Source: an optimization exercise on an open RTL-to-GDS flow (aim: small area and a short achievable clock period). Production flows keep margins and buffers that such runs may drop. Function was checked by simulation only, so behaviour that the tests miss may differ from the original. Power and IR drop assume default switching activity.

--- flow/run.sh ---
#!/bin/bash
# synth_recipe.tcl (not shown) runs the flow's synth.tcl, then flattens the netlist and writes it again
# the make line also repeats each setting of config.mk as NAME=value (left out here)
make -C /OpenROAD-flow-scripts/flow DESIGN_CONFIG=/design/flow/config.mk WORK_HOME=/design/flow/orfs CLKGATE_MAP_FILE= SYNTH_SCRIPT=/design/flow/synth_recipe.tcl finish
--- flow/config.mk ---
export PLATFORM = sky130hd
export DESIGN_NAME = calc_top
export DESIGN_NICKNAME = calc_top
export VERILOG_FILES = /design/flow/design.v
export SDC_FILE = /design/flow/constraint.sdc
export NUM_CORES = 4
export LEC_CHECK = 0
export CAP_MARGIN = 20
export CORE_MARGIN = 2
export CORE_UTILIZATION = 40
export SLEW_MARGIN = 20
--- flow/constraint.sdc ---
create_clock -name core_clock -period 8.0 [get_ports {clk_i}]
set_input_delay 1.6000 -clock core_clock [delete_from_list [all_inputs] [get_ports {clk_i}]]
set_output_delay 1.6000 -clock core_clock [all_outputs]
set_load 0.01 [all_outputs]
--- flow/design.v ---
package be_pkg;
  typedef union packed {
    struct packed {
      logic [6:0]                funct7;
      logic [5-1:0] rs2;
      logic [5-1:0] rs1;
      logic [2:0]                funct3;
      logic [5-1:0] rd;
      logic [6:0]                opcode;
    } rtype;
    struct packed {
      logic [11:0]               imm12;
      logic [5-1:0] rs1;
      logic [2:0]                funct3;
      logic [5-1:0] rd;
      logic [6:0]                opcode;
    } itype;
  } instr_u;
endpackage
`timescale 1ns/1ps
module issue_stage (
  input  logic                                         clk_i,
  input  logic                                         rst_n_i,
  input  logic                                         dispatch_v_i,
  input  logic                                         flush_i,
  input  be_pkg::instr_u                               instr_i,
  input  logic [32-1:0]                          rs1_data_i,
  input  logic [32-1:0]                          rs2_data_i,
  input  logic [3:0][5-1:0] fwd_rd_addr_i,
  input  logic [3:0]                     fwd_w_v_i,
  input  logic [3:0][32-1:0]       fwd_data_i,
  output be_pkg::instr_u                               ex_instr_o,
  output logic [32-1:0]                          ex_op_a_o,
  output logic [32-1:0]                          ex_op_b_o,
  output logic                                         ex_int_v_o,
  output logic                                         ex_mul_v_o,
  output logic                                         ex_rd_w_v_o
);
  localparam int unsigned src_cnt_lp = 3 + 1;
  logic                  is_op;
  logic                  is_op_imm;
  logic                  is_mul;
  logic                  is_int;
  logic                  alt_ok;
  logic                  int_v;
  logic                  mul_v;
  logic                  rd_w_v;
  logic [src_cnt_lp-1:0] match_rs1;
  logic [src_cnt_lp-1:0] match_rs2;
  logic [32-1:0]   bypass_rs1;
  logic [32-1:0]   bypass_rs2;
  logic [32-1:0]   imm_sext;
  logic [32-1:0]   op_b;
  be_pkg::instr_u              instr_r;
  logic [32-1:0]   op_a_r;
  logic [32-1:0]   op_b_r;
  logic                  int_v_r;
  logic                  mul_v_r;
  logic                  rd_w_v_r;
  assign is_op     = (instr_i.rtype.opcode == 7'b0110011);
  assign is_op_imm = (instr_i.itype.opcode == 7'b0010011);
  assign is_mul = is_op
                & (instr_i.rtype.funct7 == 7'b0000001)
                & (instr_i.rtype.funct3 == 3'b000);
  assign alt_ok = (instr_i.rtype.funct3 == 3'b000)
                | (instr_i.rtype.funct3 == 3'b101);
  always_comb
  begin
    is_int = 1'b0;
    if (is_op)
    begin
      is_int = (instr_i.rtype.funct7 == 7'b0000000)
             | ((instr_i.rtype.funct7 == 7'b0100000) & alt_ok);
    end
    else if (is_op_imm)
    begin
      case (instr_i.itype.funct3)
        3'b001:     is_int = (instr_i.rtype.funct7 == 7'b0000000);
        3'b101: is_int = (instr_i.rtype.funct7 == 7'b0000000)
                               | (instr_i.rtype.funct7 == 7'b0100000);
        default:        is_int = 1'b1;
      endcase
    end
  end
  assign int_v  = dispatch_v_i & ~flush_i & is_int;
  assign mul_v  = dispatch_v_i & ~flush_i & is_mul;
  assign rd_w_v = (int_v | mul_v) & (instr_i.rtype.rd != '0);
  for (genvar i = 0; i < src_cnt_lp; i++)
  begin : g_match
    assign match_rs1[i] = fwd_w_v_i[i] & (instr_i.rtype.rs1 != '0)
                        & (fwd_rd_addr_i[i] == instr_i.rtype.rs1);
    assign match_rs2[i] = fwd_w_v_i[i] & (instr_i.rtype.rs2 != '0)
                        & (fwd_rd_addr_i[i] == instr_i.rtype.rs2);
  end
  always_comb
  begin
    bypass_rs1 = rs1_data_i;
    bypass_rs2 = rs2_data_i;
    for (int i = src_cnt_lp - 1; i >= 0; i--)
    begin
      if (match_rs1[i])
        bypass_rs1 = fwd_data_i[i];
      if (match_rs2[i])
        bypass_rs2 = fwd_data_i[i];
    end
  end
  assign imm_sext = {{(32-12){instr_i.itype.imm12[11]}}, instr_i.itype.imm12};
  assign op_b     = is_op_imm ? imm_sext : bypass_rs2;
  always_ff @(posedge clk_i)
  begin
    instr_r <= instr_i;
    op_a_r  <= bypass_rs1;
    op_b_r  <= op_b;
  end
  always_ff @(posedge clk_i)
  begin
    if (!rst_n_i)
    begin
      int_v_r  <= 1'b0;
      mul_v_r  <= 1'b0;
      rd_w_v_r <= 1'b0;
    end
    else
    begin
      int_v_r  <= int_v;
      mul_v_r  <= mul_v;
      rd_w_v_r <= rd_w_v;
    end
  end
  assign ex_instr_o  = instr_r;
  assign ex_op_a_o   = op_a_r;
  assign ex_op_b_o   = op_b_r;
  assign ex_int_v_o  = int_v_r;
  assign ex_mul_v_o  = mul_v_r;
  assign ex_rd_w_v_o = rd_w_v_r;
endmodule
`timescale 1ns/1ps
module pipe_int (
  input  be_pkg::instr_u      instr_i,
  input  logic [32-1:0] op_a_i,
  input  logic [32-1:0] op_b_i,
  output logic [32-1:0] data_o
);
  logic                       is_sub;
  logic                       is_sra;
  logic [4:0]                 shamt;
  logic                       lt_signed;
  logic                       lt_unsigned;
  logic signed [32-1:0] sra_res;
  logic [32-1:0]        srl_res;
  assign is_sub = (instr_i.rtype.opcode == 7'b0110011) & instr_i.rtype.funct7[5];
  assign is_sra = instr_i.rtype.funct7[5];
  assign shamt = op_b_i[4:0];
  assign lt_signed   = ($signed(op_a_i) < $signed(op_b_i));
  assign lt_unsigned = (op_a_i < op_b_i);
  assign sra_res = $signed(op_a_i) >>> shamt;
  assign srl_res = op_a_i >> shamt;
  always_comb
  begin
    case (instr_i.rtype.funct3)
      3'b000: data_o = is_sub ? (op_a_i - op_b_i) : (op_a_i + op_b_i);
      3'b001:     data_o = op_a_i << shamt;
      3'b010:     data_o = {{(32-1){1'b0}}, lt_signed};
      3'b011:    data_o = {{(32-1){1'b0}}, lt_unsigned};
      3'b100:     data_o = op_a_i ^ op_b_i;
      3'b101: data_o = is_sra ? sra_res : srl_res;
      3'b110:      data_o = op_a_i | op_b_i;
      3'b111:     data_o = op_a_i & op_b_i;
      default:        data_o = '0;
    endcase
  end
endmodule
`timescale 1ns/1ps
module pipe_mul (
  input  logic                clk_i,
  input  logic                rst_n_i,
  input  logic                v_i,
  input  logic [32-1:0] op_a_i,
  input  logic [32-1:0] op_b_i,
  output logic [32-1:0] data_o,
  output logic                v_o
);
  localparam int unsigned depth_lp = 3 - 1;
  logic [32-1:0]               prod_lo;
  logic [depth_lp-1:0]               v_r;
  logic [depth_lp-1:0][32-1:0] prod_r;
  assign prod_lo = op_a_i * op_b_i;
  always_ff @(posedge clk_i)
  begin
    prod_r[0] <= prod_lo;
    for (int i = 1; i < depth_lp; i++)
      prod_r[i] <= prod_r[i-1];
  end
  always_ff @(posedge clk_i)
  begin
    if (!rst_n_i)
    begin
      v_r <= '0;
    end
    else
    begin
      v_r[0] <= v_i;
      for (int i = 1; i < depth_lp; i++)
        v_r[i] <= v_r[i-1];
    end
  end
  assign data_o = prod_r[depth_lp-1];
  assign v_o    = v_r[depth_lp-1];
endmodule
`timescale 1ns/1ps
module completion_pipe (
  input  logic                                         clk_i,
  input  logic                                         rst_n_i,
  input  logic                                         flush_i,
  input  logic                                         ex_v_i,
  input  logic [5-1:0]                    ex_rd_addr_i,
  input  logic                                         int_v_i,
  input  logic [32-1:0]                          int_data_i,
  input  logic                                         mul_v_i,
  input  logic [32-1:0]                          mul_data_i,
  output logic [3:0][5-1:0] fwd_rd_addr_o,
  output logic [3:0]                     fwd_w_v_o,
  output logic [3:0][32-1:0]       fwd_data_o,
  output logic                                         wb_v_o,
  output logic [5-1:0]                    wb_rd_addr_o,
  output logic [32-1:0]                          wb_data_o
);
  localparam int unsigned stages_lp = 3;
  logic [32-1:0]                      ex_data;
  logic [stages_lp-1:0]                     w_v_n;
  logic [stages_lp-1:0][5-1:0] rd_addr_n;
  logic [stages_lp-1:0][32-1:0]       data_n;
  logic [stages_lp-1:0]                     w_v_r;
  logic [stages_lp-1:0][5-1:0] rd_addr_r;
  logic [stages_lp-1:0][32-1:0]       data_r;
  assign ex_data = int_v_i ? int_data_i : '0;
  always_comb
  begin
    w_v_n     = {w_v_r[stages_lp-2:0], ex_v_i};
    rd_addr_n = {rd_addr_r[stages_lp-2:0], ex_rd_addr_i};
    data_n    = {data_r[stages_lp-2:0], ex_data};
    if (mul_v_i)
      data_n[stages_lp-1] = mul_data_i;
    for (int i = 0; i < stages_lp - 1; i++)
      w_v_n[i] = w_v_n[i] & ~flush_i;
  end
  always_ff @(posedge clk_i)
  begin
    rd_addr_r <= rd_addr_n;
    data_r    <= data_n;
  end
  always_ff @(posedge clk_i)
  begin
    if (!rst_n_i)
      w_v_r <= '0;
    else
      w_v_r <= w_v_n;
  end
  assign fwd_rd_addr_o = {rd_addr_r, ex_rd_addr_i};
  assign fwd_w_v_o     = {w_v_r, ex_v_i};
  assign fwd_data_o    = {data_r, ex_data};
  assign wb_v_o       = w_v_r[stages_lp-1];
  assign wb_rd_addr_o = rd_addr_r[stages_lp-1];
  assign wb_data_o    = data_r[stages_lp-1];
endmodule
`timescale 1ns/1ps
module calc_top (
  input  logic                      clk_i,
  input  logic                      rst_n_i,
  input  logic                      dispatch_v_i,
  input  logic [32-1:0]       instr_i,
  input  logic [32-1:0]       rs1_data_i,
  input  logic [32-1:0]       rs2_data_i,
  input  logic                      flush_i,
  output logic                      wb_v_o,
  output logic [5-1:0] wb_rd_addr_o,
  output logic [32-1:0]       wb_data_o
);
  be_pkg::instr_u                                     instr_w;
  be_pkg::instr_u                                     ex_instr;
  logic [32-1:0]                          ex_op_a;
  logic [32-1:0]                          ex_op_b;
  logic                                         ex_int_v;
  logic                                         ex_mul_v;
  logic                                         ex_rd_w_v;
  logic [32-1:0]                          int_data;
  logic [32-1:0]                          mul_data;
  logic                                         mul_v;
  logic [3:0][5-1:0] fwd_rd_addr;
  logic [3:0]                     fwd_w_v;
  logic [3:0][32-1:0]       fwd_data;
  assign instr_w = instr_i;
  issue_stage issue_stage_i (
    .clk_i         (clk_i),
    .rst_n_i       (rst_n_i),
    .dispatch_v_i  (dispatch_v_i),
    .flush_i       (flush_i),
    .instr_i       (instr_w),
    .rs1_data_i    (rs1_data_i),
    .rs2_data_i    (rs2_data_i),
    .fwd_rd_addr_i (fwd_rd_addr),
    .fwd_w_v_i     (fwd_w_v),
    .fwd_data_i    (fwd_data),
    .ex_instr_o    (ex_instr),
    .ex_op_a_o     (ex_op_a),
    .ex_op_b_o     (ex_op_b),
    .ex_int_v_o    (ex_int_v),
    .ex_mul_v_o    (ex_mul_v),
    .ex_rd_w_v_o   (ex_rd_w_v)
  );
  pipe_int pipe_int_i (
    .instr_i (ex_instr),
    .op_a_i  (ex_op_a),
    .op_b_i  (ex_op_b),
    .data_o  (int_data)
  );
  pipe_mul pipe_mul_i (
    .clk_i   (clk_i),
    .rst_n_i (rst_n_i),
    .v_i     (ex_mul_v),
    .op_a_i  (ex_op_a),
    .op_b_i  (ex_op_b),
    .data_o  (mul_data),
    .v_o     (mul_v)
  );
  completion_pipe completion_pipe_i (
    .clk_i         (clk_i),
    .rst_n_i       (rst_n_i),
    .flush_i       (flush_i),
    .ex_v_i        (ex_rd_w_v),
    .ex_rd_addr_i  (ex_instr.rtype.rd),
    .int_v_i       (ex_int_v),
    .int_data_i    (int_data),
    .mul_v_i       (mul_v),
    .mul_data_i    (mul_data),
    .fwd_rd_addr_o (fwd_rd_addr),
    .fwd_w_v_o     (fwd_w_v),
    .fwd_data_o    (fwd_data),
    .wb_v_o        (wb_v_o),
    .wb_rd_addr_o  (wb_rd_addr_o),
    .wb_data_o     (wb_data_o)
  );
endmodule
==> out/results.txt <==
The flow ran to the end and the layout has no timing, DRC or antenna violations. In this run the horizontal extent of the chip is 289 µm. The mapped netlist covers 32,400 µm². Hold is met by 0.325 ns. The clock latency at the later pin of the worst-skew pair was 0.60 ns. In the final layout, the share of cells above drive strength 1 is 8.13%.

The number of failing hold endpoints at the final stage was 0. TritonCTS built the clock tree. Including well taps, the total number of placed cells is 4,871.

After synthesis the netlist holds a flip-flop and latch count of 263. The final layout contains routed wiring with a total length of 134,000 µm. For this block, the initial DRC count from the detailed router was 3,209. The global routing met1 resource utilization is 43.4%. For met2 alone, demand over resource in global routing was 47.8%. The logs give 131 MHz for the maximum clock frequency and 86 for the count of distinct cell types in the synthesized netlist.

The final number of max-transition violations was 0; the vias after detailed routing was 28,800. The synthesized design contains 0 enable-type register cells. In the global route stage, met3 resource usage came out at 9.22%. The detail-routed net length per standard cell came out at 27.3 µm. The die is 289 µm tall. The synthesized design devotes to its leading area cell type 25.3% of total area.

The first global-routing pass estimated 197,000 µm of wire. Routability-driven placement finished with a final weighted congestion of 1.01. The power density relative to cell area is 554 nW/µm².

Counting the buffers created by CTS gives 28. The initial antenna violation count came out at 5. Setup violations remaining at the end of the flow were counted as 0.

The proportion of synthesized chip area in sequential cells was 16.2%; the maximum number of pins on one net before global-route repair was 65. STA classifies the critical path endpoint as a register. The hold-fix buffer count after cts came out at 0. For this run, the detailed router's first-pass iteration total came to 6. The type of the worst setup path was register to register.

Yosys attributes the largest share of cell area to sky130_fd_sc_hd__fa_1 (25%), sky130_fd_sc_hd__dfxtp_1 (16%), sky130_fd_sc_hd__ha_1 (8.5%). The run gives 1 as the CTS H-tree depth. The floorplan core area was 80,400 µm². The most instantiated flip-flop cell in the synthesis netlist was sky130_fd_sc_hd__dfxtp_1. The logs give 0 ns for the sum of negative setup slack and 3.37 mV for the maximum vdd drop. The worst path needs 7.62 ns of the cycle, external delays included.

During I/O placement, the number of pins put on the boundary was 138. The average cell area after synthesis came out at 8.45 µm². Data on the critical path is required at its endpoint by 8.49 ns. Type of element launching the critical path: a register. The maximum clock skew at final layout was 0.0253 ns; the number of standard cells after synthesis was 3,837. In the routed design, unresolved DRC markers number 0. The path class of the tightest hold or removal check is register to register. Post-CTS repair changed the size of 0 cells. Area added between synthesis and finish: 10.8%. The number of max-capacitance violations reported came out at 0. The total overflow left after global routing is 0. Of all cell types, the one taking the most synthesized area is sky130_fd_sc_hd__fa_1. The tools report the HPWL reported at the end of detailed placement as 105,000 µm. Number of synthesis warnings: 4.

At the end of the flow, the number of nets in the layout was 4,571. Highest net fanout along the worst path: 10. After clock tree synthesis, the clock-pin slew on the worst setup and hold paths is 0.07 ns. Fill cells in the final layout number 8,070.

The tools report the root buffer selected by CTS as sky130_fd_sc_hd__clkbuf_16. The count of nets left with antenna violations after detail routing came out at 0. The die covers 83,400 µm².

For the worst-case clock buffer depth, the log shows 3. The number of cells in the finished layout apart from fillers is 4,923, and the count of input and output buffers is 137. The initial utilization of the core area, before any placement, comes to 40.3%. The number of placement rows was 104. The logs give 28,700 for the via count of the first global-routing pass and 32.4% for the overall global routing resource usage. STA puts the critical path data arrival time at 8.10 ns. Number of clock sinks: 263. In this run the tightest slew margin relative to its limit is 29.3%. For the post-CTS setup repair buffer count, the log shows 0. Launching point of the worst reg2reg path: issue_stage_i.op_b_r[8]. In this run the most critical hold path is launched from pipe_mul_i.prod_r[16].

In this run the static leakage power is 16.1 nW. The post-route standard cell area excluding fillers was 35,900 µm². In the synthesized netlist the async set-or-reset flop fraction comes to 0%.

Number of nets produced by synthesis: 4,567. The critical path starts at issue_stage_i.op_b_r[8]. Setup repair after global routing left no endpoint under its margin. At the pin with the least slew margin, the transition time is 1.05 ns.

In the routed layout, each cell is associated on average with a via count of 5.85. Layer with the highest usage after global routing: met2. The final critical path takes up 95.2% of the cycle. The total placed instance area came out at 34,900 µm².
-- cell type report --
cell class | count | area, µm² | area share, %
Multi-Input combinational cell | 2758 | 24000 | 66.7
Sequential cell | 263 | 5280 | 14.7
Timing Repair Buffer | 267 | 2350 | 6.53
Inverter | 523 | 1960 | 5.47
Tap cell | 1060 | 1330 | 3.69
Clock buffer | 30 | 718 | 2.00
Clock inverter | 20 | 315 | 0.878
Antenna cell | 2 | 5.00 | 0.0139
-- per-layer routing --
| metal | vias to the layer above | wire length [µm] | share of wire, % |
|---|---|---|---|
| li1 | 12500 | - | - |
| met1 | 14300 | 53600 | 40 |
| met2 | 1601 | 56800 | 42 |
| met3 | 332 | 15700 | 12 |
| met4 | 0 | 8400 | 6.2 |
| met5 | - | 0 | 0 |
-- worst max-delay path, cell delays in order (launching register included) --
cell	delay (ns)
sky130_fd_sc_hd__dfxtp_1	0.73
sky130_fd_sc_hd__ha_1	0.37
sky130_fd_sc_hd__inv_1	0.13
sky130_fd_sc_hd__fa_1	0.59
sky130_fd_sc_hd__fa_1	0.44
sky130_fd_sc_hd__inv_1	0.07
sky130_fd_sc_hd__fa_1	0.15
sky130_fd_sc_hd__inv_1	0.05
sky130_fd_sc_hd__fa_1	0.50
sky130_fd_sc_hd__inv_1	0.05
sky130_fd_sc_hd__fa_1	0.50
sky130_fd_sc_hd__inv_1	0.06
sky130_fd_sc_hd__fa_1	0.53
sky130_fd_sc_hd__inv_1	0.05
sky130_fd_sc_hd__fa_1	0.49
sky130_fd_sc_hd__fa_1	0.42
sky130_fd_sc_hd__ha_1	0.34
sky130_fd_sc_hd__nand3_1	0.11
sky130_fd_sc_hd__a211oi_1	0.42
sky130_fd_sc_hd__nand4_1	0.20
sky130_fd_sc_hd__o21ai_0	0.18
sky130_fd_sc_hd__a21oi_1	0.13
sky130_fd_sc_hd__nor2b_1	0.23
sky130_fd_sc_hd__o21ai_0	0.17
sky130_fd_sc_hd__o21a_1	0.24
sky130_fd_sc_hd__o21bai_1	0.12
sky130_fd_sc_hd__a21oi_1	0.10
sky130_fd_sc_hd__xnor2_1	0.13
-- synthesized netlist by cell type, drive strengths merged (106+ instances only) --
cell type	number
nor2	489
nand2	398
ha	220
mux2i	106
xnor2	121
o21ai	172
dfxtp	263
inv	512
a211oi	113
a21oi	233
clkbuf	198
fa	410
-- kinds of logic (layout without fill, tap and decap cells) --
| kind of cell | Yosys count | after routing | synth area share (%) |
|---|---|---|---|
| XOR/XNOR | 156 | 156 | 4.21 |
| AO/OA/AOI/OAI | 744 | 744 | 14.8 |
| adder cells (fa/ha/maj) | 630 | 630 | 33.8 |
| buffers and inverters | 816 | 840 | 9.98 |
| other | 0 | 2 | 0 |
| multiplexers | 195 | 195 | 8.00 |
| flip-flops | 263 | 263 | 16.2 |
| AND/OR/NAND/NOR | 1033 | 1033 | 13.0 |
-- through the flow --
| step | setup WS (ns) | utilization, % | power, W |
|---|---|---|---|
| after floorplan | 0.219 | - | 0.0134 |
| after global routing | 0.00324 | 44.7 | 0.0218 |
| final | 0.382 | 44.7 | 0.0199 |
| after detailed placement | 0.481 | 43.4 | 0.0184 |
| after global placement | 0.620 | 43.4 | 0.0184 |
| after CTS | 0.431 | 44.7 | 0.0201 |
-- path summary, 6_finish.rpt --
kind,endpoint,slack (ns),cells past startpoint
worst min register to register,pipe_mul_i.prod_r[48],0.32,0
worst min-delay path,pipe_mul_i.prod_r[48],0.32,0
worst max-delay path,pipe_mul_i.prod_r[31],0.38,27
worst max register to register,pipe_mul_i.prod_r[31],0.38,27
-- flip-flops by register name, indices dropped and copies added (netlist names) --
name	cells
completion_pipe_i.data_r	96
completion_pipe_i.rd_addr_r	15
completion_pipe_i.w_v_r	3
issue_stage_i.instr_r	16
issue_stage_i.int_v_r	1
issue_stage_i.mul_v_r	1
issue_stage_i.op_a_r	32
issue_stage_i.op_b_r	32
issue_stage_i.rd_w_v_r	1
pipe_mul_i.prod_r	64
pipe_mul_i.v_r	2
-- report_power, final --
| part | internal (W) | switching [W] |
|---|---|---|
| Sequential | 0.00178 | 0.000207 |
| Clock | 0.000861 | 0.000649 |
| Combinational | 0.00725 | 0.00915 |
-- placed cells by master, fill, tap and decap left out, types with 12 or more instances in the layout --
master,count
sky130_fd_sc_hd__a211oi_1,112
sky130_fd_sc_hd__a21o_1,21
sky130_fd_sc_hd__a21oi_1,231
sky130_fd_sc_hd__a31oi_1,12
sky130_fd_sc_hd__buf_4,130
sky130_fd_sc_hd__clkbuf_16,28
sky130_fd_sc_hd__clkdlybuf4s50_1,137
sky130_fd_sc_hd__dfxtp_1,257
sky130_fd_sc_hd__fa_1,410
sky130_fd_sc_hd__ha_1,220
sky130_fd_sc_hd__inv_1,503
sky130_fd_sc_hd__mux2_2,42
sky130_fd_sc_hd__mux2i_1,106
sky130_fd_sc_hd__mux4_2,47
sky130_fd_sc_hd__nand2_1,398
sky130_fd_sc_hd__nand3_1,24
sky130_fd_sc_hd__nor2_1,489
sky130_fd_sc_hd__nor3_1,28
sky130_fd_sc_hd__o211ai_1,38
sky130_fd_sc_hd__o21ai_0,165
sky130_fd_sc_hd__o21bai_1,12
sky130_fd_sc_hd__o221ai_1,22
sky130_fd_sc_hd__xnor2_1,121
sky130_fd_sc_hd__xor2_1,35

re-timing with driven ports:
How much do the figures lean on ideal ports? The routed layout below was timed once more, with nothing changed but the port constraints. Step 1 assumes that a clkbuf_16 drives the clock port and a buf_2 every other input. Step 2, shift: input delay + t, output delay - t, t = (earliest + latest rising clock arrival at the registers) / 2. This alone moves slack from input paths to output paths. a / b / c = ideal / step 1 / step 2; a / b = the first two.
shift t [ns]: 0.653
setup WS [ns]: 0.382 / 0.382 / 0.382
worst setup path at the end: register to register
worst data-port slew with drivers (ns): 0.06
cell pins on the clock port's net: 1
After both steps setup and hold are still met in this run. For this run, drivers alone change the setup slack by 0.000 ns; drivers and shift together by 0.000 ns.
